Context: an optimization exercise on an open-source flow, tuned for small area, a short achievable clock period and few clock cycles per item. The choices shown serve that exercise and are no tape-out recipe.
Where RTL was checked, it was by simulation tests only, not by an equivalence proof against the original.
The RTL of runs 1 to 4 and 7 was laid out without a check of its function.

[flow/run.sh]
#!/bin/bash
# synth_recipe.tcl (not shown) runs the flow's synth.tcl, then flattens the netlist and writes it again
# the make line also repeats each setting of config.mk as NAME=value (left out here)
make -C /OpenROAD-flow-scripts/flow DESIGN_CONFIG=/design/flow/config.mk WORK_HOME=/design/flow/orfs CLKGATE_MAP_FILE= SYNTH_SCRIPT=/design/flow/synth_recipe.tcl finish
[flow/config.mk]
export PLATFORM = sky130hd
export DESIGN_NAME = div_top
export DESIGN_NICKNAME = div_top
export VERILOG_FILES = /design/flow/design.v
export SDC_FILE = /design/flow/constraint.sdc
export NUM_CORES = 4
export LEC_CHECK = 0
export CAP_MARGIN = 20
export CORE_MARGIN = 2
export CORE_UTILIZATION = 40
export SLEW_MARGIN = 20
[flow/constraint.sdc]
create_clock -name core_clock -period 17.5 [get_ports {clk}]
set_input_delay 3.5000 -clock core_clock [delete_from_list [all_inputs] [get_ports {clk}]]
set_output_delay 3.5000 -clock core_clock [all_outputs]
set_load 0.01 [all_outputs]
[flow/design.v]
`timescale 1ns/1ps
`default_nettype none
module div_top (
    input  wire         clk,
    input  wire         rst_n,
    input  wire  [31:0] op1,     
    input  wire  [31:0] op2,     
    input  wire  [2:0]  funct3,
    input  wire         start,
    input  wire         ack,
    output logic [31:0] result,
    output logic        done
);
    localparam logic [1:0] S_IDLE = 2'd0, S_SETUP = 2'd1, S_ITER = 2'd2, S_NEG = 2'd3;
    localparam int DW = 33;              
    localparam int W  = 36;              
    logic [1:0]    st;
    logic [31:0]   a_r;    
    logic [DW-1:0] b_r;    
    logic [31:0]   q_r;    
    logic [1:0]    fn;     
    logic [4:0]    cnt;    
    logic          neg;    
    logic accept;
    assign accept = start && (st == S_IDLE) && (!done || ack);
    logic        sgn_i, an_i, bn_i, rem_i;
    logic [31:0] a1_i, b1_i;
    logic        div0_i, ovfl_i, zq_i, fin_i;
    logic [31:0] imm_i;
    assign rem_i  = funct3[1];
    assign sgn_i  = !funct3[0];
    assign an_i   = sgn_i && op1[31];
    assign bn_i   = sgn_i && op2[31];
    assign a1_i   = an_i ? ~op1 : op1;   
    assign b1_i   = bn_i ? ~op2 : op2;
    assign div0_i = (op2 == 32'd0);
    assign ovfl_i = sgn_i && (op1 == 32'h8000_0000) && (op2 == 32'hffff_ffff);
    assign zq_i   = (a1_i < b1_i) && !(an_i && !bn_i);
    assign fin_i  = div0_i || ovfl_i || zq_i;
    always_comb begin
        if (ovfl_i)      imm_i = rem_i ? 32'd0 : op1;
        else if (rem_i)  imm_i = op1;
        else             imm_i = div0_i ? 32'hffff_ffff : 32'd0;
    end
    logic        sgn, a_neg, b_neg, is_rem;
    logic [31:0] a_inv, aa, bb, a_1c, b_1c;
    logic [5:0]  la, lb;                 
    logic [6:0]  sh;
    logic [5:0]  sh_c;                   
    assign is_rem = fn[1];
    assign sgn    = !fn[0];
    assign a_neg  = sgn && a_r[31];
    assign b_neg  = sgn && b_r[31];
    assign a_inv  = -a_r;                
    assign aa     = a_neg ? a_inv : a_r;
    assign bb     = b_neg ? -b_r[31:0] : b_r[31:0];
    assign a_1c   = a_neg ? ~a_r : a_r;
    assign b_1c   = b_neg ? ~b_r[31:0] : b_r[31:0];
    always_comb begin
        la = 6'd0;
        lb = 6'd0;
        for (int i = 0; i < 32; i++) begin
            if (a_1c[i]) la = 6'(i + 1);
            if (b_1c[i]) lb = 6'(i + 1);
        end
    end
    assign sh   = {1'b0, la} + 7'(a_neg) - {1'b0, lb};
    assign sh_c = sh[6] ? 6'd0 : sh[5:0];
    logic [W-1:0] r0, d1, d2, cs_s, cs_c;
    logic [W:0]   t1, t2, t3;
    logic         ge1, ge2, ge3;
    logic [1:0]   qd;
    logic [31:0]  r_nx, qn;
    assign r0 = W'(a_r);
    assign d1 = W'(b_r);
    assign d2 = W'(b_r) << 1;
    assign cs_s = r0 ^ ~d1 ^ ~d2;
    assign cs_c = (r0 & ~d1) | (r0 & ~d2) | (~d1 & ~d2);
    assign t1 = {1'b0, r0} - {1'b0, d1};
    assign t2 = {1'b0, r0} - {1'b0, d2};
    assign t3 = {1'b0, cs_s} + {cs_c, 1'b1} + (W + 1)'(1);
    assign ge1 = !t1[W];
    assign ge2 = !t2[W];
    assign ge3 = !t3[W];
    always_comb begin
        if (ge3)      begin qd = 2'd3; r_nx = t3[31:0]; end
        else if (ge2) begin qd = 2'd2; r_nx = t2[31:0]; end
        else if (ge1) begin qd = 2'd1; r_nx = t1[31:0]; end
        else          begin qd = 2'd0; r_nx = a_r;      end
    end
    assign qn = {q_r[29:0], qd};
    always_ff @(posedge clk or negedge rst_n) begin
        if (!rst_n) begin
            st   <= S_IDLE;
            done <= 1'b0;
        end else begin
            case (st)
                S_IDLE: begin
                    if (accept) begin
                        st   <= fin_i ? S_IDLE : S_SETUP;
                        done <= fin_i;
                    end else if (ack) begin
                        done <= 1'b0;
                    end
                end
                S_SETUP: st <= S_ITER;
                S_ITER: begin
                    if (cnt == 5'd0) begin
                        if (neg) begin
                            st <= S_NEG;
                        end else begin
                            st   <= S_IDLE;
                            done <= 1'b1;
                        end
                    end
                end
                default: begin
                    st   <= S_IDLE;
                    done <= 1'b1;
                end
            endcase
        end
    end
    always_ff @(posedge clk) begin
        case (st)
            S_IDLE: begin
                if (accept) begin
                    a_r <= fin_i ? imm_i : op1;
                    b_r <= DW'(op2);
                    fn  <= funct3[1:0];
                end
            end
            S_SETUP: begin
                q_r <= 32'd0;
                cnt <= sh_c[5:1];
                neg <= is_rem ? a_neg : (a_neg ^ b_neg);
                a_r <= aa;
                b_r <= DW'(bb) << {sh_c[5:1], 1'b0};
            end
            S_ITER: begin
                q_r <= qn;
                b_r <= b_r >> 2;
                cnt <= cnt - 5'd1;
                a_r <= (cnt == 5'd0 && !is_rem) ? qn : r_nx;
            end
            default: begin
                a_r <= a_inv;
            end
        endcase
    end
    assign result = a_r;
endmodule
`default_nettype wire
==> results.yml, run 1 <==
worst_setup_path:
  path_class: "in -> reg"
  required_ps: 17730
  rr_worst_depth: 30
  crit_end: "a_r[15]"
  crit_slowest_cell: "nand2b_2"
  cp_slowest_stage_delay_ps: 870
  cp_cell_sequence: "clkdlybuf4s50_1 -> nand2b_2 -> xnor2_1 -> ha_1 -> nand4_1 -> nor4_1 -> nand4_1 -> a21oi_1 -> a211oi_2 -> a21oi_1 -> and2_1 -> o21ai_0 -> o221a_2 -> o21ai_0"
  reg2reg_to: "b_r[31]"
  cp_max_fo: 32
  path_buf_inv: 1
  critPathLaunch: "funct3[0]"
  cp_num_cells: 14
  arrival_ps: 8810
  crit_family: "simple AND/OR/NAND/NOR gates"
  cp-end-kind: "flop"
  start_kind: "primary input"
  r2r_start: "fn[0]"
  r2r_setup_slack_ps: 9330
flow_run:
  maxCapViolCount: 0
synth:
  synthTopCellsByCount: "195 x nand2_1, 193 x a21oi_1, 185 x nor2_1, 162 x o21ai_0, 147 x ha_1"
  synth_top_family_by_area: "compound AO/OA/AOI/OAI gates"
  yosysMostFrequentCell: "nand2_1"
  synth_simple_gate_area_share_pct: 22.5
  synth_mux_area_share_pct: 1.86
  yosysTopAreaCell: "edfxtp_1"
  synthesis.area_um2: 17200
  yosysWarnings: 1
  synth-adder-area-share_pct: 14.7
  syn_inst: 2247
  avgSynthCellArea_um2: 7.67
  ys_async_sr_fraction_pct: 2.83
  synth_seq_area_share_pct: 18.4
  synth-main-ff-cell: "edfxtp_1"
  synth-seq-cells: 106
  synth_xor_area_share_pct: 9.20
  synth_edf_count: 103
  ys_top_cells_by_area: "edfxtp_1 18%, ha_1 11%, xnor2_1 7.0%"
  synth_top_area_share_pct: 17.9
  synth.net_count: 2500
  synth_compound_area_share_pct: 28.2
  ys_types: 92
routing:
  wl_um: 66700
  viasPerCell: 6.44
  antenna_left: 0
  routed-via-count: 18000
  drc: 0
  wl_per_cell_um: 23.8
  first_pass_iters: 6
  drtIter0Drc: 2258
min_path:
  hp-class: "reg -> reg"
layout:
  fillCellCount: 4391
  areaGrowthSynthToFinish_pct: 9.93
  layout-drive-gt1-share_pct: 4.48
  utilization_pct: 44.3
  nets: 2502
  antennaDiodeCount: 0
timing:
  hold_viol_final: 0
  finalSetupViolCount: 0
  period_needed_ps: 8580
  fin_skew_ps: 17.0
  tns_ps: 0
  layout_setup_ws_ps: 8920
  rsz0062_at_grt: "no"
  worst_pin_slew_ps: 1120
  max_freq_mhz: 117
  slew_violations: 0
  relSlewSlack_pct: 24.9
  fin_crit_sh_pct: 49.0
  hold_slack_ps: 553
cts:
  cts_setup_buffers: 0
  cts-htree-levels: 3
  clock_path_buffers: 2
  path_clk_slew_ps: 100
  ctsHoldBuffers: 0
  clkSinkCount: 106
  cts_buffers: 9
  cts_tree: "yes"
  clock-root-buffer: "clkbuf_16"
  clkLatencyLatePin_ps: 380
  cts_resized: 0
grt:
  grt_busiest_layer: "met2"
  grt_antenna_before_repair: 0
  track_usage_pct: 29.5
  grt_pass1_wl_um: 102000
  grtUsageMet2_pct: 46.6
  grt_remaining_overflow: 0
  grtUsageMet1_pct: 42.4
  grt.met3_usage_pct: 3.04
  grt_start_max_net_pins: 71
  grt_pass1_vias: 16900
floorplan:
  die_h_um: 212
  start_util_pct: 40.3
  rows: 76
  coreArea_um2: 42800
  num_io_pins: 104
  die_w_um: 212
  die_area_um2: 44800
placement:
  dp_hpwl_um: 52700
  dp_slack_ps: 8630
  place.gp.congestion: 0.971
  numPortBuffers: 102
run_status:
  outcome: "no timing/DRC/antenna violations"
[cell families after synthesis]
family / count (synthesis)
flip-flops: 106
adder cells (fa/ha/maj): 182
buffers and inverters: 216
AND/OR/NAND/NOR: 780
XOR/XNOR: 181
AO/OA/AOI/OAI: 751
multiplexers: 31
[final cells by class]
cell class / instances / area [um2] / share of cell area [%]
Tap cell: 546 / 683 / 3.60
Clock buffer: 9 / 225 / 1.19
Inverter: 83 / 312 / 1.64
Multi-Input combinational cell: 1925 / 13300 / 70.1
Timing Repair Buffer: 124 / 1190 / 6.26
Sequential cell: 106 / 3170 / 16.7
Clock inverter: 7 / 96.3 / 0.508
[routing by layer]
layer	vias to the layer above	wire length (um)	share of wire [%]
met1	8731	30000	45
li1	8375	-	-
met3	90	5120	7.7
met2	844	29600	44
met5	-	0	0
met4	0	1950	2.9
[worst min path at each step]
stage | start | depth (start not counted) | endpoint
2_1_floorplan | st[1] | 2 | st[1]
3_5_place_dp | done | 2 | done
6_report | q_r[10] | 1 | q_r[12]
5_1_grt | q_r[10] | 1 | q_r[12]
4_1_cts | done | 2 | done
3_3_place_gp | done | 2 | done
[state kept, by name (all words and copies together), names as in the netlist, named ones only]
register / flops
a_r: 31
q_r: 30
done: 1
cnt: 5
st: 2
neg: 1
fn: 2
b_r: 33
[layout by cell type (no fill, tap or decap), types with 37 or more instances in the layout]
master | Yosys | routed
a21o_1 | 76 | 76
a21oi_1 | 193 | 192
a31oi_1 | 39 | 38
and2_1 | 45 | 45
and3_1 | 37 | 37
clkdlybuf4s50_1 | 0 | 102
edfxtp_1 | 103 | 103
ha_1 | 147 | 145
inv_1 | 77 | 77
nand2_1 | 195 | 195
nand3_1 | 73 | 73
nor2_1 | 185 | 181
nor3_1 | 67 | 67
o21ai_0 | 162 | 162
xnor2_1 | 137 | 137
xor2_1 | 44 | 44
[metrics by stage]
stage	cells	area (um2)
2_1_floorplan	2247	17200
3_3_place_gp	2784	18600
3_5_place_dp	2784	18600
4_1_cts	2800	18900
5_1_grt	2800	19000
6_report	2800	19000
[worst register-to-register path: cells and delay by family (launching register included)]
kind / cells / cell delay, ps
buffers and inverters: 4 / 910
adder cells (fa/ha/maj): 2 / 660
flip-flops: 1 / 680
AND/OR/NAND/NOR: 9 / 1820
AO/OA/AOI/OAI: 14 / 3470
multiplexers: 1 / 420
==> inputs of run 2 (changes only) <==
==> flow/flow/run.sh (new file) <==
#!/bin/bash
set -uo pipefail
bash standard.sh SETUP_SLACK_MARGIN=11 finish > make_finish.log 2>&1
==> flow/standard.sh (new file) <==
#!/bin/bash
# synth_recipe.tcl (not shown) runs the flow's synth.tcl, then flattens the netlist and writes it again
# the make line also repeats each setting of config.mk as NAME=value (left out here)
make -C /OpenROAD-flow-scripts/flow DESIGN_CONFIG=/design/flow/config.mk WORK_HOME=/design/flow/orfs CLKGATE_MAP_FILE= SYNTH_SCRIPT=/design/flow/synth_recipe.tcl "${@:-finish}"
removed: flow/run.sh
==> results.yml, run 2 <==
floorplan:
  die_area_um2: 44800
  coreArea_um2: 42800
  start_util_pct: 40.3
  die_h_um: 212
  rows: 76
  num_io_pins: 104
  die_w_um: 212
synth:
  synth_seq_area_share_pct: 18.4
  synth_top_area_share_pct: 17.9
  synth_top_family_by_area: "compound AO/OA/AOI/OAI gates"
  synth-seq-cells: 106
  synth_simple_gate_area_share_pct: 22.5
  synthTopCellsByCount: "195 x nand2_1, 193 x a21oi_1, 185 x nor2_1, 162 x o21ai_0, 147 x ha_1"
  ys_async_sr_fraction_pct: 2.83
  avgSynthCellArea_um2: 7.67
  synth-adder-area-share_pct: 14.7
  ys_types: 92
  synth_xor_area_share_pct: 9.20
  synth_edf_count: 103
  synth_mux_area_share_pct: 1.86
  synth-main-ff-cell: "edfxtp_1"
  yosysTopAreaCell: "edfxtp_1"
  yosysWarnings: 1
  syn_inst: 2247
  yosysMostFrequentCell: "nand2_1"
  synth_compound_area_share_pct: 28.2
  synth.net_count: 2500
  synthesis.area_um2: 17200
  ys_top_cells_by_area: "edfxtp_1 18%, ha_1 11%, xnor2_1 7.0%"
layout:
  layout-drive-gt1-share_pct: 12.9
  fillCellCount: 4224
  utilization_pct: 48.4
  largest_reg_flops: 33
  reg_top3: "b_r: 33 flops, a_r: 31 flops, q_r: 30 flops"
  nets: 2619
  regMostFlops: "b_r"
  final_cell_mix: "189 x nand2_1, 184 x a21oi_1, 177 x nor2_1"
  layout_commonest_cell: "nand2_1"
  areaGrowthSynthToFinish_pct: 20.1
worst_setup_path:
  crit_slowest_cell: "clkdlybuf4s50_1"
  path_buf_inv: 1
  start_kind: "primary input"
  cp-end-kind: "flop"
  path_class: "in -> reg"
  r2r_start: "fn[0]"
  crit_family: "compound AO/OA/AOI/OAI gates"
  rr_worst_depth: 32
  required_ps: 17710
  reg2reg_to: "b_r[21]"
  cp_cell_sequence: "clkdlybuf4s50_1 -> xnor2_1 -> ha_1 -> nand4_1 -> nor4_4 -> nand4_1 -> a21oi_2 -> a211oi_2 -> a21oi_2 -> and2_2 -> o21ai_0 -> o211ai_1"
  cp_max_fo: 7
  arrival_ps: 6680
  cp_slowest_stage_delay_ps: 580
  r2r_setup_slack_ps: 11120
timing:
  hold_viol_final: 0
  slew_violations: 0
  max_freq_mhz: 155
  period_needed_ps: 6470
  finalSetupViolCount: 0
  fin_crit_sh_pct: 36.9
  tns_ps: 0
  worst_pin_slew_ps: 1150
  rsz0062_at_grt: "yes"
  fin_skew_ps: 18.9
  hold_slack_ps: 537
  relSlewSlack_pct: 23.2
min_path:
  hp-class: "reg -> reg"
  hold_depth: 2
  min_to: "done"
  min-delay-start: "done"
run_status:
  outcome: "no timing/DRC/antenna violations"
grt:
  track_usage_pct: 30.2
  grt_pass1_wl_um: 104000
  grt_start_max_net_pins: 80
  grt_antenna_before_repair: 2
  grt_remaining_overflow: 0
  grt_pass1_vias: 17400
cts:
  path_clk_slew_ps: 90
  clkSinkCount: 106
  cts_buffers: 9
  cts-htree-levels: 3
  ctsHoldBuffers: 0
  clock-root-buffer: "clkbuf_16"
  cts_tree: "yes"
  clock_path_buffers: 2
  clkLatencyLatePin_ps: 380
flow_run:
  maxCapViolCount: 0
placement:
  place.gp.congestion: 0.952
  numPortBuffers: 102
  dp_hpwl_um: 52400
routing:
  first_pass_iters: 6
  viasPerCell: 6.49
  wl_per_cell_um: 24.1
  antenna_left: 0
  drtIter0Drc: 2342
  drc: 0
  wl_um: 70500
  routed-via-count: 18900
-- run 2: changes by cell type in the layout (fill, tap and decap cells not counted), sizes merged, moves of 2 or more --
| cell | delta |
|---|---|
| and2 | +2 |
| clkinvlp | +6 |
| dlygate4sd2 | +12 |
| bufbuf | +4 |
| clkbuf | +7 |
| inv | -6 |
| diode | +2 |
| buf | +104 |
| nand2b | +2 |
| clkdlybuf4s50 | -42 |
| dlymetal6s2s | +26 |
-- run 2: layout make-up --
type | count | area [um2] | share of cell area (%)
multi-input cells | 1931 | 13800 | 66.8
flip-flops and latches | 106 | 3170 | 15.3
repair buffers | 235 | 2380 | 11.5
well taps | 546 | 683 | 3.30
inverters | 83 | 330 | 1.59
clock buffers | 9 | 225 | 1.09
clock inverters | 7 | 80.1 | 0.387
diodes | 2 | 5.00 | 0.0242
-- run 2: repair_timing --
item	in CTS	in global routing
buffers inserted	23	79
gates resized for setup	85	130
cloned	9	6
setup endpoints to repair	68	62
pin swaps	13	56
-- run 2: how the worst max path moves through the flow --
stage / from / endpoint / slack [ps] / cells past startpoint
2_1_floorplan: op2[31] / a_r[29] / 10940 / 19
3_3_place_gp: op2[31] / a_r[15] / 8770 / 14
3_5_place_dp: op2[31] / a_r[15] / 8760 / 14
4_1_cts: op2[24] / a_r[21] / 11000 / 14
5_1_grt: fn[0] / b_r[29] / 10790 / 32
6_report: op2[22] / a_r[4] / 11030 / 12
-- run 2: through the flow --
step                cells  area (um2)  setup WS, ps
global route         2917       20700         10790
finish               2919       20700         11030
detailed placement   2784       18700          8760
floorplan            2247       17300         10940
global placement     2783       18600          8770
CTS                  2832       19500         11000
-- run 2: worst min-delay path: stages (launching register included) --
cell and delay [ps]:
dfrtp_1 380, nand2_1 50, o21ai_0 70
-- run 2: cells by family after synthesis --
group,count (synthesis)
buf+inv,216
fa+ha+maj,182
compound gates,751
mux,31
xor+xnor,181
flops,106
simple gates,780
-- run 2: routing by layer --
| metal | up-vias | wire [um] | GRT usage [%] |
|---|---|---|---|
| met2 | 1115 | 31800 | 48.7 |
| met3 | 176 | 7170 | 4.38 |
| li1 | 8628 | - | - |
| met1 | 9028 | 29100 | 42.0 |
| met5 | - | 10 | 0 |
| met4 | 2 | 2410 | 8.14 |
==> inputs of run 3 (changes only) <==
==> flow/flow/run.sh (replaced) <==
#!/bin/bash
set -uo pipefail
bash standard.sh SETUP_SLACK_MARGIN=12.5 finish > make_finish.log 2>&1
==> results.yml, run 3 <==
placement:
  postPlaceCellArea_um2: 19000
  numPortBuffers: 102
  dp_hpwl_um: 52800
  place.gp.congestion: 0.986
  dp_slack_ps: 8820
worst_setup_path:
  r2r_setup_slack_ps: 11290
  cp_max_fo: 12
  required_ps: 17620
  crit_family: "simple AND/OR/NAND/NOR gates"
  cp_num_cells: 17
  path_class: "in -> reg"
  crit_end: "a_r[21]"
  cp_cell_sequence: "buf_12 -> nand2b_4 -> buf_4 -> buf_4 -> xnor2_1 -> ha_1 -> nand4_1 -> nor4_4 -> nand4_1 -> a21oi_2 -> a211oi_4 -> nor2_1 -> nor2_2 -> buf_6 -> o21a_1 -> a221oi_2 -> o221ai_1"
  rr_worst_depth: 33
  r2r_start: "b_r[31]"
  path_buf_inv: 4
  cp_slowest_stage_delay_ps: 370
  cp-end-kind: "flop"
  reg2reg_to: "b_r[8]"
  critPathLaunch: "funct3[0]"
  crit_slowest_cell: "nor4_4"
  start_kind: "primary input"
  arrival_ps: 6570
floorplan:
  start_util_pct: 40.3
  rows: 76
  coreArea_um2: 42800
  die_area_um2: 44800
  num_io_pins: 104
  die_w_um: 212
  die_h_um: 212
grt:
  grt_pass1_vias: 19100
  grt_start_max_net_pins: 92
  grt_pass1_wl_um: 115000
  grt_antenna_before_repair: 2
  grt_busiest_layer: "met2"
  grt_remaining_overflow: 0
  grt.met3_usage_pct: 6.33
  track_usage_pct: 33.7
  grtUsageMet1_pct: 44.7
  grtUsageMet2_pct: 53.7
synth:
  syn_inst: 2247
  synth.net_count: 2500
  synth-seq-cells: 106
  synthesis.area_um2: 17200
  ys_async_sr_fraction_pct: 2.83
  synth_top_area_share_pct: 17.9
  ys_types: 92
  yosysMostFrequentCell: "nand2_1"
  synth_seq_area_share_pct: 18.4
  synthTopCellsByCount: "195 x nand2_1, 193 x a21oi_1, 185 x nor2_1, 162 x o21ai_0, 147 x ha_1"
  yosysTopAreaCell: "edfxtp_1"
  avgSynthCellArea_um2: 7.67
  synth-main-ff-cell: "edfxtp_1"
  ys_top_cells_by_area: "edfxtp_1 18%, ha_1 11%, xnor2_1 7.0%"
  synth_edf_count: 103
  yosysWarnings: 1
routing:
  routed-via-count: 20500
  wl_um: 79700
  drc: 0
  viasPerCell: 6.64
  wl_per_cell_um: 25.7
  antenna_left: 0
  drtIter0Drc: 2546
  first_pass_iters: 6
layout:
  areaGrowthSynthToFinish_pct: 35.6
  reg_top3: "b_r: 33 flops, a_r: 31 flops, q_r: 30 flops"
  layout-drive-gt1-share_pct: 24.2
  nets: 2796
  layout_commonest_cell: "buf_4"
  final_cell_mix: "224 x buf_4, 180 x nand2_1, 171 x nor2_1"
  design_area_um2: 23400
  largest_reg_flops: 33
  regMostFlops: "b_r"
timing:
  relSlewSlack_pct: 33.7
  max_freq_mhz: 155
  hold_viol_final: 0
  tns_ps: 0
  fin_crit_sh_pct: 36.9
  fin_skew_ps: 23.6
  hold_slack_ps: 534
  slew_violations: 0
  worst_pin_slew_ps: 995
  rsz0062_at_grt: "yes"
  layout_setup_ws_ps: 11040
  finalSetupViolCount: 0
  period_needed_ps: 6460
cts:
  cts-htree-levels: 3
  cts_tree: "yes"
  clock-root-buffer: "clkbuf_16"
  path_clk_slew_ps: 90
  cts_buffers: 9
  clkLatencyLatePin_ps: 390
  clock_path_buffers: 2
  ctsHoldBuffers: 0
  clkSinkCount: 106
min_path:
  hp-class: "reg -> reg"
flow_run:
  maxCapViolCount: 0
run_status:
  outcome: "no timing/DRC/antenna violations"
-- run 3: cell counts after synthesis --
Identical to the previous run, type by type.
-- run 3: worst min-delay path by stage --
stage               slack, ps  endpoint   from  depth (start not counted)
finish                    530      done   done                          2
detailed placement        520      done   done                          2
floorplan                 520     st[1]  st[1]                          2
CTS                       550      done   done                          2
global placement          510      done   done                          2
global route              580      done   done                          2
-- run 3: logic make-up (layout without fill, tap and decap cells) --
kind of cell | after synthesis | after routing | share of synthesized area [%]
simple gates | 780 | 789 | 22.5
compound gates | 751 | 751 | 28.2
buf+inv | 216 | 508 | 5.05
fa+ha+maj | 182 | 182 | 14.7
xor+xnor | 181 | 181 | 9.20
flops | 106 | 106 | 18.4
mux | 31 | 31 | 1.86
other cells | 0 | 1 | 0
-- run 3: layer usage --
metal,wire length [um],vias to the layer above
li1,-,8992
met1,31500,9826
met2,35400,1395
met3,8330,321
met4,4480,4
met5,33,-
-- run 3: final cells by class --
type / instances / area, um2
diodes: 1 / 2.50
clock buffers: 9 / 225
clock inverters: 7 / 91.3
fillers: 3880 / 19400
inverters: 83 / 354
multi-input cells: 1934 / 14900
flip-flops and latches: 106 / 3170
well taps: 546 / 683
repair buffers: 409 / 3930
-- run 3: what timing repair did --
item,4_1_cts,5_1_grt
pin swaps,100,81
gates cloned,17,1
setup buffers,223,57
resized for setup,305,155
endpoints found under the setup margin,136,112
-- run 3: tightest hold or removal path: cells and delay by family, from the launching register on --
kind             cells  cell delay [ps]
flip-flops           1              380
AO/OA/AOI/OAI        1               70
AND/OR/NAND/NOR      1               50
-- run 3: through the flow --
step / instances / util (%)
5_1_grt: 3094 / 54.6
6_report: 3095 / 54.6
3_5_place_dp: 2780 / 44.3
3_3_place_gp: 2780 / 44.3
4_1_cts: 3036 / 52.1
2_1_floorplan: 2247 / -
==> inputs of run 4 (changes only) <==
--- a/flow/design.v
+++ b/flow/design.v
@@ -19,52 +19,45 @@
     logic [DW-1:0] b_r;    
     logic [31:0]   q_r;    
     logic [1:0]    fn;     
+    logic          a_ng;   
+    logic          b_ng;   
     logic [4:0]    cnt;    
     logic          neg;    
     logic accept;
     assign accept = start && (st == S_IDLE) && (!done || ack);
     logic        sgn_i, an_i, bn_i, rem_i;
-    logic [31:0] a1_i, b1_i;
     logic        div0_i, ovfl_i, zq_i, fin_i;
     logic [31:0] imm_i;
     assign rem_i  = funct3[1];
     assign sgn_i  = !funct3[0];
     assign an_i   = sgn_i && op1[31];
     assign bn_i   = sgn_i && op2[31];
-    assign a1_i   = an_i ? ~op1 : op1;   
-    assign b1_i   = bn_i ? ~op2 : op2;
     assign div0_i = (op2 == 32'd0);
     assign ovfl_i = sgn_i && (op1 == 32'h8000_0000) && (op2 == 32'hffff_ffff);
-    assign zq_i   = (a1_i < b1_i) && !(an_i && !bn_i);
+    assign zq_i   = (op1 < op2) && !an_i && !bn_i;
     assign fin_i  = div0_i || ovfl_i || zq_i;
     always_comb begin
         if (ovfl_i)      imm_i = rem_i ? 32'd0 : op1;
         else if (rem_i)  imm_i = op1;
         else             imm_i = div0_i ? 32'hffff_ffff : 32'd0;
     end
-    logic        sgn, a_neg, b_neg, is_rem;
-    logic [31:0] a_inv, aa, bb, a_1c, b_1c;
+    logic        is_rem;
+    logic [31:0] aa, bb;
     logic [5:0]  la, lb;                 
     logic [6:0]  sh;
     logic [5:0]  sh_c;                   
     assign is_rem = fn[1];
-    assign sgn    = !fn[0];
-    assign a_neg  = sgn && a_r[31];
-    assign b_neg  = sgn && b_r[31];
-    assign a_inv  = -a_r;                
-    assign aa     = a_neg ? a_inv : a_r;
-    assign bb     = b_neg ? -b_r[31:0] : b_r[31:0];
-    assign a_1c   = a_neg ? ~a_r : a_r;
-    assign b_1c   = b_neg ? ~b_r[31:0] : b_r[31:0];
+    assign aa     = a_r + 32'(a_ng);     
+    assign bb     = b_r[31:0] + 32'(b_ng);
     always_comb begin
         la = 6'd0;
         lb = 6'd0;
         for (int i = 0; i < 32; i++) begin
-            if (a_1c[i]) la = 6'(i + 1);
-            if (b_1c[i]) lb = 6'(i + 1);
+            if (a_r[i]) la = 6'(i + 1);
+            if (b_r[i]) lb = 6'(i + 1);
         end
     end
-    assign sh   = {1'b0, la} + 7'(a_neg) - {1'b0, lb};
+    assign sh   = {1'b0, la} + 7'(a_ng) - {1'b0, lb};
     assign sh_c = sh[6] ? 6'd0 : sh[5:0];
     logic [W-1:0] r0, d1, d2, cs_s, cs_c;
     logic [W:0]   t1, t2, t3;
@@ -125,29 +118,32 @@
         case (st)
             S_IDLE: begin
                 if (accept) begin
-                    a_r <= fin_i ? imm_i : op1;
-                    b_r <= DW'(op2);
-                    fn  <= funct3[1:0];
+                    a_r  <= an_i ? ~op1 : op1;
+                    b_r  <= DW'(bn_i ? ~op2 : op2);
+                    q_r  <= imm_i;
+                    fn   <= funct3[1:0];
+                    a_ng <= an_i;
+                    b_ng <= bn_i;
                 end
             end
             S_SETUP: begin
                 q_r <= 32'd0;
                 cnt <= sh_c[5:1];
-                neg <= is_rem ? a_neg : (a_neg ^ b_neg);
+                neg <= is_rem ? a_ng : (a_ng ^ b_ng);
                 a_r <= aa;
                 b_r <= DW'(bb) << {sh_c[5:1], 1'b0};
             end
             S_ITER: begin
-                q_r <= qn;
+                q_r <= (cnt == 5'd0 && is_rem) ? r_nx : qn;
+                a_r <= r_nx;
                 b_r <= b_r >> 2;
                 cnt <= cnt - 5'd1;
-                a_r <= (cnt == 5'd0 && !is_rem) ? qn : r_nx;
             end
             default: begin
-                a_r <= a_inv;
+                q_r <= ~q_r + 32'd1;
             end
         endcase
     end
-    assign result = a_r;
+    assign result = q_r;
 endmodule
 `default_nettype wire
==> flow/flow/run.sh (replaced) <==
#!/bin/bash
# standard layout (the standard.sh), with the timing repair asked to leave this much
# setup slack at the design's clock period; the constraints themselves are unchanged
set -uo pipefail
MARGIN=12
bash standard.sh SETUP_SLACK_MARGIN=$MARGIN finish > make_finish.log 2>&1
==> results.yml, run 4 <==
run_status:
  outcome: "no timing/DRC/antenna violations"
grt:
  grt_pass1_wl_um: 116000
  grt_pass1_vias: 18900
  grt_start_max_net_pins: 66
  grt_antenna_before_repair: 0
  track_usage_pct: 32.0
  grt_remaining_overflow: 0
floorplan:
  num_io_pins: 104
  die_w_um: 217
  start_util_pct: 40.2
  coreArea_um2: 45100
  die_area_um2: 47100
  rows: 78
  die_h_um: 217
synth:
  synth_simple_gate_area_share_pct: 20.9
  ys_top_cells_by_area: "edfxtp_1 18%, ha_1 10%, xnor2_1 6.9%"
  yosysMostFrequentCell: "a21oi_1"
  synthesis.area_um2: 18100
  synth_top_family_by_area: "compound AO/OA/AOI/OAI gates"
  synthTopCellsByCount: "213 x a21oi_1, 204 x nand2_1, 195 x nor2_1, 159 x o21ai_0, 149 x ha_1"
  synth_edf_count: 106
  synth-main-ff-cell: "edfxtp_1"
  yosysTopAreaCell: "edfxtp_1"
  synth_xor_area_share_pct: 9.90
  ys_types: 101
  synth-seq-cells: 109
  ys_async_sr_fraction_pct: 2.75
  yosysWarnings: 1
  synth.net_count: 2603
  avgSynthCellArea_um2: 7.72
  synth_seq_area_share_pct: 18.0
  syn_inst: 2348
  synth-adder-area-share_pct: 14.1
  synth_top_area_share_pct: 17.6
  synth_mux_area_share_pct: 2.50
  synth_compound_area_share_pct: 29.1
layout:
  reg_top3: "b_r: 33 flops, a_r: 32 flops, q_r: 31 flops"
  areaGrowthSynthToFinish_pct: 21.8
  nets: 2719
  layout-drive-gt1-share_pct: 17.7
  regMostFlops: "b_r"
  largest_reg_flops: 33
  layout_commonest_cell: "nand2_1"
  final_cell_mix: "199 x nand2_1, 193 x a21oi_1, 167 x nor2_1"
  antennaDiodeCount: 0
  stdcell_count: 3068
worst_setup_path:
  path_buf_inv: 6
  crit_family: "compound AO/OA/AOI/OAI gates"
  cp_slowest_stage_delay_ps: 610
  required_ps: 17620
  arrival_ps: 5890
  crit_slowest_cell: "fa_2"
  cp-end-kind: "flop"
  critPathLaunch: "a_r[1]"
  start_kind: "flop"
  r2r_start: "a_r[1]"
  cp_max_fo: 8
  path_class: "reg -> reg"
routing:
  routed-via-count: 20100
  first_pass_iters: 6
  drt-met1-wl_um: 33500
  wl_um: 77800
  drtIter0Drc: 2385
  antenna_left: 0
  top_layer_used: "met4"
  drc: 0
  wl_per_cell_um: 25.4
  wl_met2_um: 32500
  wl_met3_um: 8210
  viasPerCell: 6.55
cts:
  clock_path_buffers: 2
  cts_buffers: 9
  cts-htree-levels: 3
  clkLatencyLatePin_ps: 370
  clkSinkCount: 109
  cts_tree: "yes"
  path_clk_slew_ps: 80
  ctsHoldBuffers: 0
  clock-root-buffer: "clkbuf_16"
timing:
  period_needed_ps: 5780
  fin_skew_ps: 11.8
  layout_setup_ws_ps: 11720
  worst_pin_slew_ps: 1090
  rsz0062_at_grt: "yes"
  fin_crit_sh_pct: 33.0
  hold_slack_ps: 562
  slew_violations: 0
  finalSetupViolCount: 0
  tns_ps: 0
  hold_viol_final: 0
  relSlewSlack_pct: 27.0
  max_freq_mhz: 173
placement:
  dp_hpwl_um: 57300
  dp_slack_ps: 10310
  dp_cells: 2937
  numPortBuffers: 102
  place.gp.congestion: 0.973
min_path:
  hp-class: "reg -> reg"
  min-delay-start: "st[1]"
flow_run:
  maxCapViolCount: 0
run 4: cell count changes after synthesis, sizes merged, moves of 19 or more:
cell	previous run	this run
inv	79	112
xor2	44	63
and2	45	17
a21oi	194	216
nor3	76	57
a21o	76	51
run 4: stage by stage:
| step | instance area, um2 | util (%) |
|---|---|---|
| after floorplan | 18200 | - |
| after global placement | 19600 | 43.5 |
| after detailed placement | 19600 | 43.5 |
| after CTS | 21400 | 47.6 |
| after global routing | 22100 | 49.0 |
| final | 22100 | 49.0 |
run 4: tightest hold or removal path, stage by stage, from the launching register on:
cell and delay, ps:
dfrtp_1 390, nand2_1 70, o31ai_1 70
run 4: kinds of logic (layout without fill, tap and decap cells):
family | count (synthesis) | count (layout)
compound gates | 795 | 795
simple gates | 763 | 764
buf+inv | 250 | 369
xor+xnor | 205 | 205
fa+ha+maj | 184 | 184
flops | 109 | 109
mux | 42 | 42
run 4: final cells by class:
cell class / count / area, um2
Multi-Input combinational cell: 1990 / 15000
Fill cell: 4358 / 23000
Inverter: 113 / 455
Timing Repair Buffer: 241 / 2380
Sequential cell: 109 / 3260
Clock inverter: 6 / 47.5
Clock buffer: 9 / 225
Tap cell: 600 / 751
run 4: layer usage:
metal	track usage, %	up-vias
li1	-	9058
met1	45.5	9630
met2	47.2	1243
met3	5.35	168
met4	14.6	0
met5	0	-
run 4: worst paths after layout:
check | endpoint | slack [ps] | depth (start not counted)
worst max-delay path | b_r[30] | 11720 | 27
worst min-delay path | st[1] | 560 | 2
worst max register to register | b_r[30] | 11720 | 27
worst min register to register | st[1] | 560 | 2
max in group asynchronous | done | 14070 | 1
min in group asynchronous | st[1] | 3300 | 1
run 4: timing repair:
item                       4_1_cts  5_1_grt
buffers inserted                72       31
gates cloned                    11        2
setup endpoints to repair       68       69
pin swaps                       92       64
gates resized for setup        388      132
==> inputs of run 5 (changes only) <==
--- a/flow/design.v
+++ b/flow/design.v
@@ -118,8 +118,6 @@
         case (st)
             S_IDLE: begin
                 if (accept) begin
-                    a_r  <= an_i ? ~op1 : op1;
-                    b_r  <= DW'(bn_i ? ~op2 : op2);
                     q_r  <= imm_i;
                     fn   <= funct3[1:0];
                     a_ng <= an_i;
@@ -128,22 +126,33 @@
             end
             S_SETUP: begin
                 q_r <= 32'd0;
-                cnt <= sh_c[5:1];
                 neg <= is_rem ? a_ng : (a_ng ^ b_ng);
-                a_r <= aa;
-                b_r <= DW'(bb) << {sh_c[5:1], 1'b0};
             end
             S_ITER: begin
                 q_r <= (cnt == 5'd0 && is_rem) ? r_nx : qn;
-                a_r <= r_nx;
-                b_r <= b_r >> 2;
-                cnt <= cnt - 5'd1;
             end
             default: begin
                 q_r <= ~q_r + 32'd1;
             end
         endcase
     end
+    always_ff @(posedge clk) begin
+        case (st)
+            S_IDLE: begin
+                a_r <= an_i ? ~op1 : op1;
+                b_r <= DW'(bn_i ? ~op2 : op2);
+            end
+            S_SETUP: begin
+                a_r <= aa;
+                b_r <= DW'(bb) << {sh_c[5:1], 1'b0};
+            end
+            default: begin
+                a_r <= r_nx;
+                b_r <= b_r >> 2;
+            end
+        endcase
+        cnt <= (st == S_SETUP) ? sh_c[5:1] : cnt - 5'd1;
+    end
     assign result = q_r;
 endmodule
 `default_nettype wire
==> flow/flow/run.sh (replaced) <==
#!/bin/bash
# standard layout (the standard.sh), with the timing repair asked to leave this much
# setup slack at the design's clock period; the constraints themselves are unchanged
set -uo pipefail
MARGIN=11
bash standard.sh SETUP_SLACK_MARGIN=$MARGIN finish > make_finish.log 2>&1
==> results.yml, run 5 <==
cts:
  clock_path_buffers: 2
  clock-root-buffer: "clkbuf_16"
  cts_buffers: 9
  cts_tree: "yes"
  ctsHoldBuffers: 0
  path_clk_slew_ps: 80
  clkLatencyLatePin_ps: 380
  clkSinkCount: 109
  cts-htree-levels: 3
floorplan:
  die_w_um: 211
  start_util_pct: 40.2
  num_io_pins: 104
  coreArea_um2: 42800
  die_h_um: 211
  die_area_um2: 44700
  rows: 76
synth:
  synth_top_family_by_area: "compound AO/OA/AOI/OAI gates"
  syn_inst: 2321
  synth-adder-area-share_pct: 14.5
  yosysWarnings: 1
  synth_mux_area_share_pct: 2.73
  synth.net_count: 2571
  ys_types: 99
  synth_xor_area_share_pct: 9.97
  avgSynthCellArea_um2: 7.42
  synth_top_area_share_pct: 10.5
  synth-seq-cells: 109
  yosysTopAreaCell: "ha_1"
  synth_edf_count: 36
  synth_compound_area_share_pct: 31.7
  yosysMostFrequentCell: "a21oi_1"
  synthTopCellsByCount: "231 x a21oi_1, 203 x nand2_1, 171 x nor2_1, 153 x o21ai_0, 148 x xnor2_1"
  synth_simple_gate_area_share_pct: 20.5
  ys_top_cells_by_area: "ha_1 10%, dfxtp_1 8.1%, xnor2_1 7.5%"
  synthesis.area_um2: 17200
  synth-main-ff-cell: "dfxtp_1"
  ys_async_sr_fraction_pct: 2.75
  synth_seq_area_share_pct: 14.9
grt:
  grt_pass1_vias: 17900
  grt_pass1_wl_um: 114000
  grt_remaining_overflow: 0
  track_usage_pct: 33.9
  grt_antenna_before_repair: 0
  grt_start_max_net_pins: 68
worst_setup_path:
  rr_worst_depth: 24
  path_class: "reg -> reg"
  r2r_start: "b_r[4]"
  cp_max_fo: 25
  required_ps: 17720
  reg2reg_to: "b_r[24]"
  cp-end-kind: "flop"
  r2r_setup_slack_ps: 11150
  start_kind: "flop"
  arrival_ps: 6570
layout:
  largest_reg_flops: 33
  areaGrowthSynthToFinish_pct: 10.9
  layout_commonest_cell: "a21oi_1"
  final_cell_mix: "230 x a21oi_1, 199 x nand2_1, 168 x nor2_1"
  antennaDiodeCount: 0
  nets: 2588
  reg_top3: "b_r: 33 flops, a_r: 32 flops, q_r: 31 flops"
  utilization_pct: 44.6
  layout-drive-gt1-share_pct: 6.10
  regMostFlops: "b_r"
placement:
  numPortBuffers: 102
  dp_hpwl_um: 59000
  place.gp.congestion: 0.984
flow_run:
  maxCapViolCount: 0
timing:
  worst_pin_slew_ps: 1130
  fin_crit_sh_pct: 36.3
  relSlewSlack_pct: 24.7
  slew_violations: 0
  finalSetupViolCount: 0
  period_needed_ps: 6350
  rsz0062_at_grt: "no"
  tns_ps: 0
  hold_viol_final: 0
  max_freq_mhz: 157
  fin_skew_ps: 15.7
routing:
  wl_per_cell_um: 26.8
  drc: 0
  routed-via-count: 19500
  viasPerCell: 6.73
  drtIter0Drc: 2728
  first_pass_iters: 6
  wl_um: 77300
  antenna_left: 0
min_path:
  min-delay-start: "cnt[4]"
  hp-class: "reg -> reg"
  hold_depth: 2
  min_to: "cnt[4]"
run_status:
  outcome: "no timing/DRC/antenna violations"
-- run 5: changes by cell type after synthesis, sizes merged, moves of 10 or more --
cell	delta
a21oi	+15
clkbuf	-17
dfxtp	+70
edfxtp	-70
inv	+10
nor2	-23
o21a	+14
o21ai	-12
xor2	-15
-- run 5: kinds of logic (layout without fill, tap and decap cells) --
kind of cell	count (synthesis)	count (layout)
simple gates	717	719
compound gates	823	823
fa+ha+maj	179	179
buf+inv	252	272
mux	45	45
xor+xnor	196	196
flops	109	109
-- run 5: cell type report --
class / instances / area [um2]
Timing Repair Buffer: 131 / 1250
Multi-Input combinational cell: 1962 / 13800
Clock inverter: 5 / 58.8
Inverter: 125 / 474
Fill cell: 4308 / 23700
Sequential cell: 109 / 2560
Tap cell: 546 / 683
Clock buffer: 11 / 233
-- run 5: through the flow --
stage / worst slack, ps / area (um2) / instances / hold slack, ps
after global placement: 10210 / 18600 / 2870 / 478
after CTS: 11020 / 19000 / 2889 / 503
after detailed placement: 10250 / 18600 / 2870 / 496
after global routing: 11000 / 19100 / 2889 / 527
after floorplan: 11710 / 17200 / 2321 / 466
final: 11150 / 19100 / 2889 / 508
-- run 5: worst max-delay path: stages (launching register included) --
cell       delay [ps]
dfxtp_1           540
inv_2             180
o211ai_1          120
a311oi_1          120
o311ai_0          470
a311oi_1          220
nor3_1            300
o311ai_1          160
a311oi_1          320
nor3_1             70
o31ai_1           220
ha_1              200
inv_1              60
fa_2              390
nand2b_1          180
a21boi_2          220
o21ai_0           180
a211o_4           480
nand2_4           180
buf_8             260
a31oi_1           160
mux2_2            340
a32oi_1           290
a2bb2oi_1         340
o211ai_1          150
-- run 5: per-layer routing --
metal | global-route usage [%] | share of wire [%]
met3 | 6.11 | 11
met2 | 52.0 | 43
met4 | 14.3 | 4.6
met5 | 0 | 0
met1 | 46.8 | 41
-- run 5: how the worst max path moves through the flow --
| stage | depth (start not counted) | slack, ps | endpoint | start |
|---|---|---|---|---|
| 4_1_cts | 10 | 11020 | q_r[19] | op1[2] |
| 3_3_place_gp | 24 | 10210 | b_r[30] | b_r[4] |
| 3_5_place_dp | 9 | 10250 | q_r[11] | funct3[0] |
| 2_1_floorplan | 9 | 11710 | q_r[6] | op1[2] |
| 5_1_grt | 24 | 11000 | b_r[31] | b_r[4] |
| 6_report | 24 | 11150 | b_r[24] | b_r[4] |
-- run 5: timing repair --
item,4_1_cts,5_1_grt
setup endpoints to repair,40,35
setup buffers,1,0
endpoints found under the hold margin,0,0
pin swaps,1,1
cloned,2,0
gates resized for setup,21,18
Testbench counts of run 5, summed over its fixed seeds: cycles 10,405, items 2,400.
==> inputs of run 6 (changes only) <==
==> flow/flow/run.sh (replaced) <==
#!/bin/bash
# standard layout (the standard.sh), with the timing repair asked to leave this much
# setup slack at the design's clock period; the constraints themselves are unchanged
set -uo pipefail
MARGIN=12
bash standard.sh SETUP_SLACK_MARGIN=$MARGIN finish > make_finish.log 2>&1
==> results.yml, run 6 <==
cts:
  clock_path_buffers: 2
  cts-htree-levels: 3
  clkSinkCount: 109
  ctsHoldBuffers: 0
  path_clk_slew_ps: 80
  cts_buffers: 9
  clkLatencyLatePin_ps: 390
  cts_tree: "yes"
  clock-root-buffer: "clkbuf_16"
layout:
  regMostFlops: "b_r"
  layout-drive-gt1-share_pct: 15.8
  design_area_um2: 20800
  layout_commonest_cell: "a21oi_1"
  fillCellCount: 4283
  reg_top3: "b_r: 33 flops, a_r: 32 flops, q_r: 31 flops"
  largest_reg_flops: 33
  antennaDiodeCount: 0
  areaGrowthSynthToFinish_pct: 20.8
  nets: 2688
  final_cell_mix: "216 x a21oi_1, 197 x nand2_1, 157 x nor2_1"
timing:
  hold_viol_final: 0
  hold_slack_ps: 509
  slew_violations: 0
  max_freq_mhz: 174
  rsz0062_at_grt: "yes"
  tns_ps: 0
  fin_skew_ps: 10.7
  period_needed_ps: 5740
  finalSetupViolCount: 0
  fin_crit_sh_pct: 32.8
  layout_setup_ws_ps: 11760
  worst_pin_slew_ps: 962
  relSlewSlack_pct: 35.3
routing:
  viasPerCell: 6.67
  drtIter0Drc: 2535
  first_pass_iters: 6
  wl_per_cell_um: 26.7
  drc: 0
  routed-via-count: 19900
  wl_um: 79800
  antenna_left: 0
grt:
  grt_pass1_vias: 18300
  grt_pass1_wl_um: 116000
  grt_remaining_overflow: 0
  grt_start_max_net_pins: 68
  track_usage_pct: 34.6
  grt_antenna_before_repair: 2
worst_setup_path:
  crit_family: "simple AND/OR/NAND/NOR gates"
  required_ps: 17620
  cp_slowest_stage_delay_ps: 570
  start_kind: "primary input"
  arrival_ps: 5860
  cp_cell_sequence: "dlygate4sd2_1 -> nor4_2 -> nand3_1 -> or4_4 -> a31oi_1 -> o22ai_1 -> a31oi_2 -> o21ai_1"
  cp-end-kind: "flop"
  cp_max_fo: 5
  crit_slowest_cell: "or4_4"
  path_class: "in -> reg"
  path_buf_inv: 1
flow_run:
  maxCapViolCount: 0
placement:
  postPlaceCellArea_um2: 18700
  place.gp.congestion: 0.978
  numPortBuffers: 102
  dp_slack_ps: 10270
  dp_hpwl_um: 59400
synth:
  ys_types: 99
  synth-seq-cells: 109
  synth.net_count: 2571
  synth_top_area_share_pct: 10.5
  yosysWarnings: 1
  yosysMostFrequentCell: "a21oi_1"
  synth-main-ff-cell: "dfxtp_1"
  synthesis.area_um2: 17200
  yosysTopAreaCell: "ha_1"
  avgSynthCellArea_um2: 7.42
  syn_inst: 2321
  synthTopCellsByCount: "231 x a21oi_1, 203 x nand2_1, 171 x nor2_1, 153 x o21ai_0, 148 x xnor2_1"
  ys_top_cells_by_area: "ha_1 10%, dfxtp_1 8.1%, xnor2_1 7.5%"
  synth_edf_count: 36
  ys_async_sr_fraction_pct: 2.75
  synth_seq_area_share_pct: 14.9
run_status:
  outcome: "no timing/DRC/antenna violations"
floorplan:
  die_h_um: 211
  num_io_pins: 104
  rows: 76
  die_area_um2: 44700
  start_util_pct: 40.2
  coreArea_um2: 42800
  die_w_um: 211
min_path:
  hp-class: "reg -> reg"
[run 6: cell families after synthesis]
logic type / synth area share, %
simple gates: 20.5
xor+xnor: 9.97
flops: 14.9
fa+ha+maj: 14.5
buf+inv: 5.74
mux: 2.73
compound gates: 31.7
[run 6: path summary, 6_finish.rpt]
path	start	end	slack, ps	cells past startpoint
worst max register to register	b_r[4]	b_r[10]	11850	26
worst max-delay path	op1[25]	q_r[31]	11760	8
max in group asynchronous	rst_n	st[0]	14040	1
min in group asynchronous	rst_n	st[1]	3300	1
worst min register to register	cnt[4]	cnt[4]	510	2
worst min-delay path	cnt[4]	cnt[4]	510	2
[run 6: final cells by class]
class,instances,area (um2),share of cell area [%]
clock buffers,10,229,1.10
clock inverters,6,46.3,0.223
inverters,125,499,2.40
multi-input cells,1969,14700,70.6
flip-flops and latches,109,2600,12.5
well taps,546,683,3.28
repair buffers,224,2060,9.88
[run 6: timing repair]
| action | in CTS | in global routing |
|---|---|---|
| resized for setup | 227 | 137 |
| buffers inserted | 59 | 33 |
| endpoints found under the setup margin | 93 | 59 |
| pin swaps | 69 | 73 |
| cloned | 10 | 3 |
[run 6: worst min-delay path: cells and delay by family, from the launching register on]
kind	cells	cell delay, ps
AOI/OAI and AO/OA	1	70
and+or+nand+nor	1	60
DFF	1	330
[run 6: layer usage]
| metal | global-route usage (%) | wire length, um |
|---|---|---|
| met3 | 8.10 | 9610 |
| met2 | 51.7 | 33300 |
| met1 | 46.8 | 32500 |
| met5 | 0 | 27 |
| met4 | 16.4 | 4370 |
[run 6: metrics by stage]
step / util, % / std cells
CTS: 46.8 / 2953
finish: 48.6 / 2989
detailed placement: 43.6 / 2868
global placement: 43.6 / 2868
floorplan: - / 2321
global route: 48.6 / 2989
==> inputs of run 7 (changes only) <==
--- a/flow/design.v
+++ b/flow/design.v
@@ -21,7 +21,7 @@
     logic [1:0]    fn;     
     logic          a_ng;   
     logic          b_ng;   
-    logic [4:0]    cnt;    
+    logic [3:0]    cnt;    
     logic          neg;    
     logic accept;
     assign accept = start && (st == S_IDLE) && (!done || ack);
@@ -36,29 +36,34 @@
     assign ovfl_i = sgn_i && (op1 == 32'h8000_0000) && (op2 == 32'hffff_ffff);
     assign zq_i   = (op1 < op2) && !an_i && !bn_i;
     assign fin_i  = div0_i || ovfl_i || zq_i;
-    always_comb begin
-        if (ovfl_i)      imm_i = rem_i ? 32'd0 : op1;
-        else if (rem_i)  imm_i = op1;
-        else             imm_i = div0_i ? 32'hffff_ffff : 32'd0;
-    end
+    assign imm_i[30:0] = rem_i ? op1[30:0] : {31{div0_i}};
+    assign imm_i[31]   = (rem_i ? op1[31] : div0_i) ^ ovfl_i;
     logic        is_rem;
     logic [31:0] aa, bb;
-    logic [5:0]  la, lb;                 
     logic [6:0]  sh;
     logic [5:0]  sh_c;                   
     assign is_rem = fn[1];
     assign aa     = a_r + 32'(a_ng);     
     assign bb     = b_r[31:0] + 32'(b_ng);
-    always_comb begin
-        la = 6'd0;
-        lb = 6'd0;
-        for (int i = 0; i < 32; i++) begin
-            if (a_r[i]) la = 6'(i + 1);
-            if (b_r[i]) lb = 6'(i + 1);
+    function automatic logic [5:0] top_bit(input logic [31:0] x);  
+        logic [7:0] nz;
+        logic [1:0] loc [0:7];
+        logic [2:0] g;
+        for (int i = 0; i < 8; i++) begin
+            nz[i]  = |x[4*i +: 4];
+            loc[i] = x[4*i+3] ? 2'd3 : x[4*i+2] ? 2'd2 : x[4*i+1] ? 2'd1 : 2'd0;
         end
-    end
-    assign sh   = {1'b0, la} + 7'(a_ng) - {1'b0, lb};
-    assign sh_c = sh[6] ? 6'd0 : sh[5:0];
+        g[2] = |nz[7:4];
+        g[1] = g[2] ? |nz[7:6] : |nz[3:2];
+        g[0] = g[2] ? (g[1] ? nz[7] : nz[5]) : (g[1] ? nz[3] : nz[1]);
+        top_bit = {~|nz, g, loc[g]};
+    endfunction
+    logic [5:0] ta, tb;
+    assign ta = top_bit(a_r);
+    assign tb = top_bit(b_r[31:0]);
+    assign sh   = 7'(signed'(ta[5] ? 6'h3f : {1'b0, ta[4:0]}))
+                - 7'(signed'(tb[5] ? 6'h3f : {1'b0, tb[4:0]})) + 7'(a_ng);
+    assign sh_c = sh[6] ? 6'd0 : (sh[5] ? 6'd31 : sh[5:0]);
     logic [W-1:0] r0, d1, d2, cs_s, cs_c;
     logic [W:0]   t1, t2, t3;
     logic         ge1, ge2, ge3;
@@ -98,7 +103,7 @@
                 end
                 S_SETUP: st <= S_ITER;
                 S_ITER: begin
-                    if (cnt == 5'd0) begin
+                    if (cnt == 4'd0) begin
                         if (neg) begin
                             st <= S_NEG;
                         end else begin
@@ -129,7 +134,7 @@
                 neg <= is_rem ? a_ng : (a_ng ^ b_ng);
             end
             S_ITER: begin
-                q_r <= (cnt == 5'd0 && is_rem) ? r_nx : qn;
+                q_r <= (cnt == 4'd0 && is_rem) ? r_nx : qn;
             end
             default: begin
                 q_r <= ~q_r + 32'd1;
@@ -144,14 +149,14 @@
             end
             S_SETUP: begin
                 a_r <= aa;
-                b_r <= DW'(bb) << {sh_c[5:1], 1'b0};
+                b_r <= DW'(bb) << {sh_c[4:1], 1'b0};
             end
             default: begin
                 a_r <= r_nx;
                 b_r <= b_r >> 2;
             end
         endcase
-        cnt <= (st == S_SETUP) ? sh_c[5:1] : cnt - 5'd1;
+        cnt <= (st == S_SETUP) ? sh_c[4:1] : cnt - 4'd1;
     end
     assign result = q_r;
 endmodule
==> flow/flow/run.sh (replaced) <==
#!/bin/bash
# standard layout (the standard.sh) with two changes to how it is made:
#  - the port buffers are buf_4 cells instead of the smallest buffer
#  - the timing repair is asked to leave MARGIN ns of setup slack at the design's
#    clock period (the constraints themselves are unchanged)
set -uo pipefail
MARGIN=12
bash standard.sh "BUFFER_PORTS_ARGS=-buffer_cell sky130_fd_sc_hd__buf_4" \
    SETUP_SLACK_MARGIN=$MARGIN finish > make_finish.log 2>&1
==> results.yml, run 7 <==
synth:
  ys_async_sr_fraction_pct: 2.78
  yosysMostFrequentCell: "nand2_1"
  synth_edf_count: 36
  synth-seq-cells: 108
  synth_top_area_share_pct: 10.2
  synth.net_count: 2628
  ys_types: 96
  synthesis.area_um2: 17800
  yosysWarnings: 3
  yosysTopAreaCell: "ha_1"
  synth-main-ff-cell: "dfxtp_1"
  avgSynthCellArea_um2: 7.49
  syn_inst: 2377
  ys_top_cells_by_area: "ha_1 10%, xnor2_1 7.8%, dfxtp_1 7.8%"
  synthTopCellsByCount: "222 x nand2_1, 181 x nor2_1, 173 x a21oi_1, 158 x xnor2_1, 155 x o21ai_0"
  synth_seq_area_share_pct: 14.2
placement:
  numPortBuffers: 102
  postPlaceCellArea_um2: 18900
  place.gp.congestion: 0.991
  dp_hpwl_um: 61600
layout:
  final_cell_mix: "219 x nand2_1, 177 x buf_4, 175 x nor2_1"
  areaGrowthSynthToFinish_pct: 16.1
  layout_commonest_cell: "nand2_1"
  nets: 2706
  layout-drive-gt1-share_pct: 16.0
  design_area_um2: 20700
  largest_reg_flops: 33
  regMostFlops: "b_r"
  antennaDiodeCount: 0
  fillCellCount: 4504
  reg_top3: "b_r: 33 flops, a_r: 32 flops, q_r: 31 flops"
cts:
  cts_buffers: 9
  clock-root-buffer: "clkbuf_16"
  clkLatencyLatePin_ps: 390
  ctsHoldBuffers: 0
  cts_tree: "yes"
  cts-htree-levels: 3
  path_clk_slew_ps: 80
  clock_path_buffers: 2
  clkSinkCount: 108
timing:
  rsz0062_at_grt: "yes"
  tns_ps: 0
  hold_viol_final: 0
  fin_crit_sh_pct: 32.6
  fin_skew_ps: 12.9
  period_needed_ps: 5710
  slew_violations: 0
  max_freq_mhz: 175
  worst_pin_slew_ps: 1090
  relSlewSlack_pct: 25.3
  finalSetupViolCount: 0
worst_setup_path:
  cp_max_fo: 6
  start_kind: "flop"
  cp_cell_sequence: "or4_4 -> nor2_4 -> nand4_1 -> mux2i_2 -> buf_4 -> o21ai_2 -> nand3_1 -> o31ai_1 -> a31oi_1 -> nor3_2 -> ha_1 -> nor2b_2 -> fa_2 -> a211o_1 -> and3_4 -> or3_4 -> buf_12 -> nand2_8 -> o21ai_1 -> o2111ai_2 -> o31ai_2 -> buf_4 -> a222oi_1 -> o21ai_1"
  path_class: "reg -> reg"
  crit_slowest_cell: "or4_4"
  required_ps: 17740
  arrival_ps: 5940
  cp-end-kind: "flop"
  cp_slowest_stage_delay_ps: 570
grt:
  grt_pass1_wl_um: 118000
  track_usage_pct: 33.3
  grt_pass1_vias: 18900
  grt_antenna_before_repair: 0
  grt_start_max_net_pins: 68
  grt_remaining_overflow: 0
floorplan:
  coreArea_um2: 44100
  die_area_um2: 46200
  rows: 77
  die_h_um: 215
  num_io_pins: 104
  start_util_pct: 40.4
  die_w_um: 215
routing:
  antenna_left: 0
  drc: 0
  wl_um: 80400
  drtIter0Drc: 2370
  drt-met1-wl_um: 32000
  first_pass_iters: 8
  routed-via-count: 20200
  wl_met3_um: 6670
  wl_met2_um: 36100
  wl_per_cell_um: 26.4
  viasPerCell: 6.62
  top_layer_used: "met4"
run_status:
  outcome: "no timing/DRC/antenna violations"
min_path:
  hp-class: "reg -> reg"
flow_run:
  maxCapViolCount: 0
-- run 7: changes by cell type in the layout (fill, tap and decap cells not counted), moves of 12 or more --
cell             delta
nand2_1            +22
buf_4              +79
dlygate4sd2_1      -40
a31oi_1            +16
clkdlybuf4s50_1    -39
a21oi_1            -49
o21ai_0            +14
o211ai_1           +22
a222oi_1           +12
nor2_1             +18
nand4_1            +18
nand2b_1           +15
-- run 7: path summary, 6_finish.rpt --
check,endpoint,cells past startpoint,slack (ps),start
hold / removal,done,1,550,done
setup reg to reg,b_r[19],24,11790,a_r[26]
hold reg to reg,done,1,550,done
setup / recovery,b_r[19],24,11790,a_r[26]
min in group asynchronous,done,1,2880,rst_n
max in group asynchronous,st[0],1,14510,rst_n
-- run 7: per-layer routing --
layer  global-route usage [%]  vias up
li1                         -     9102
met4                     19.2        0
met1                     41.5     9589
met5                        0        -
met2                     53.6     1188
met3                     6.45      310
-- run 7: final cells by class --
class,instances,area (um2),area share (%)
clock buffer,10,250,1.21
clock inverter,6,51.3,0.248
inverter,114,435,2.11
multi-input combinational,2023,14900,72.2
sequential,108,2580,12.5
tap,592,741,3.58
timing repair buffer,199,1690,8.15
-- run 7: what timing repair did --
action                                  4_1_cts  5_1_grt
endpoints found under the setup margin       40       35
resized for setup                           117       76
pin swaps                                    46       40
setup buffers                                52       13
hold endpoints to repair                      0        0
gates cloned                                  4        2
-- run 7: per-stage QoR --
stage                     instances  hold WS (ps)  setup WS, ps  util [%]
after floorplan                2377           513         12020         -
after global placement         2965           516         10550      42.9
after detailed placement       2965           540         10530      42.9
after CTS                      3037           557         11860      45.9
after global routing           3052           584         11700      46.9
final                          3052           547         11790      46.9
-- run 7: logic make-up after synthesis --
logic type / synth area share, %
AOI/OAI and AO/OA: 30.2
adders and majority gates: 14.1
and+or+nand+nor: 21.7
muxes: 3.37
buffers and inverters: 5.85
DFF: 14.2
xor gates and xnor gates: 10.5
-- run 7: worst max-delay path, delay by kind of cell (launching register included) --
kind,cells,cell delay (ps)
buffers and inverters,3,500
muxes,1,280
DFF,1,350
adders and majority gates,2,730
and+or+nand+nor,9,1840
AOI/OAI and AO/OA,9,1880

port drivers added, routing unchanged:
The results above use ideal ports. As a check the final layouts listed here were re-extracted and re-timed, cells and wires unchanged. Step 1, drivers: a clkbuf_16 drives clk and a buf_2 each remaining input, both assumed. Step 2, shift: input delay + t, output delay - t, t = (earliest + latest rising clock arrival at the registers) / 2. This alone moves slack from input paths to output paths. Slacks: ideal ports / drivers / drivers and shift; pairs: ideal ports / drivers.
run | shift t [ns] | slack for setup (ns) | worst slew at a driven data input, ns
run 1 | 0.425 | 8.920 / 8.951 / 8.525 | 0.04
run 2 | 0.420 | 11.034 / 11.043 / 10.622 | 0.06
run 3 | 0.430 | 11.042 / 11.048 / 10.618 | 0.06
run 4 | 0.412 | 11.723 / 11.723 / 11.387 | 0.05
run 5 | 0.421 | 11.150 / 11.150 / 10.810 | 0.06
run 6 | 0.436 | 11.759 / 11.788 / 11.351 | 0.07
run 7 | 0.435 | 11.794 / 11.794 / 11.612 | 0.05
After both steps setup and hold are still met in every run listed. The setup slack of run 3, which loses most, moves by +0.006 ns with the drivers and by -0.424 ns with both steps.
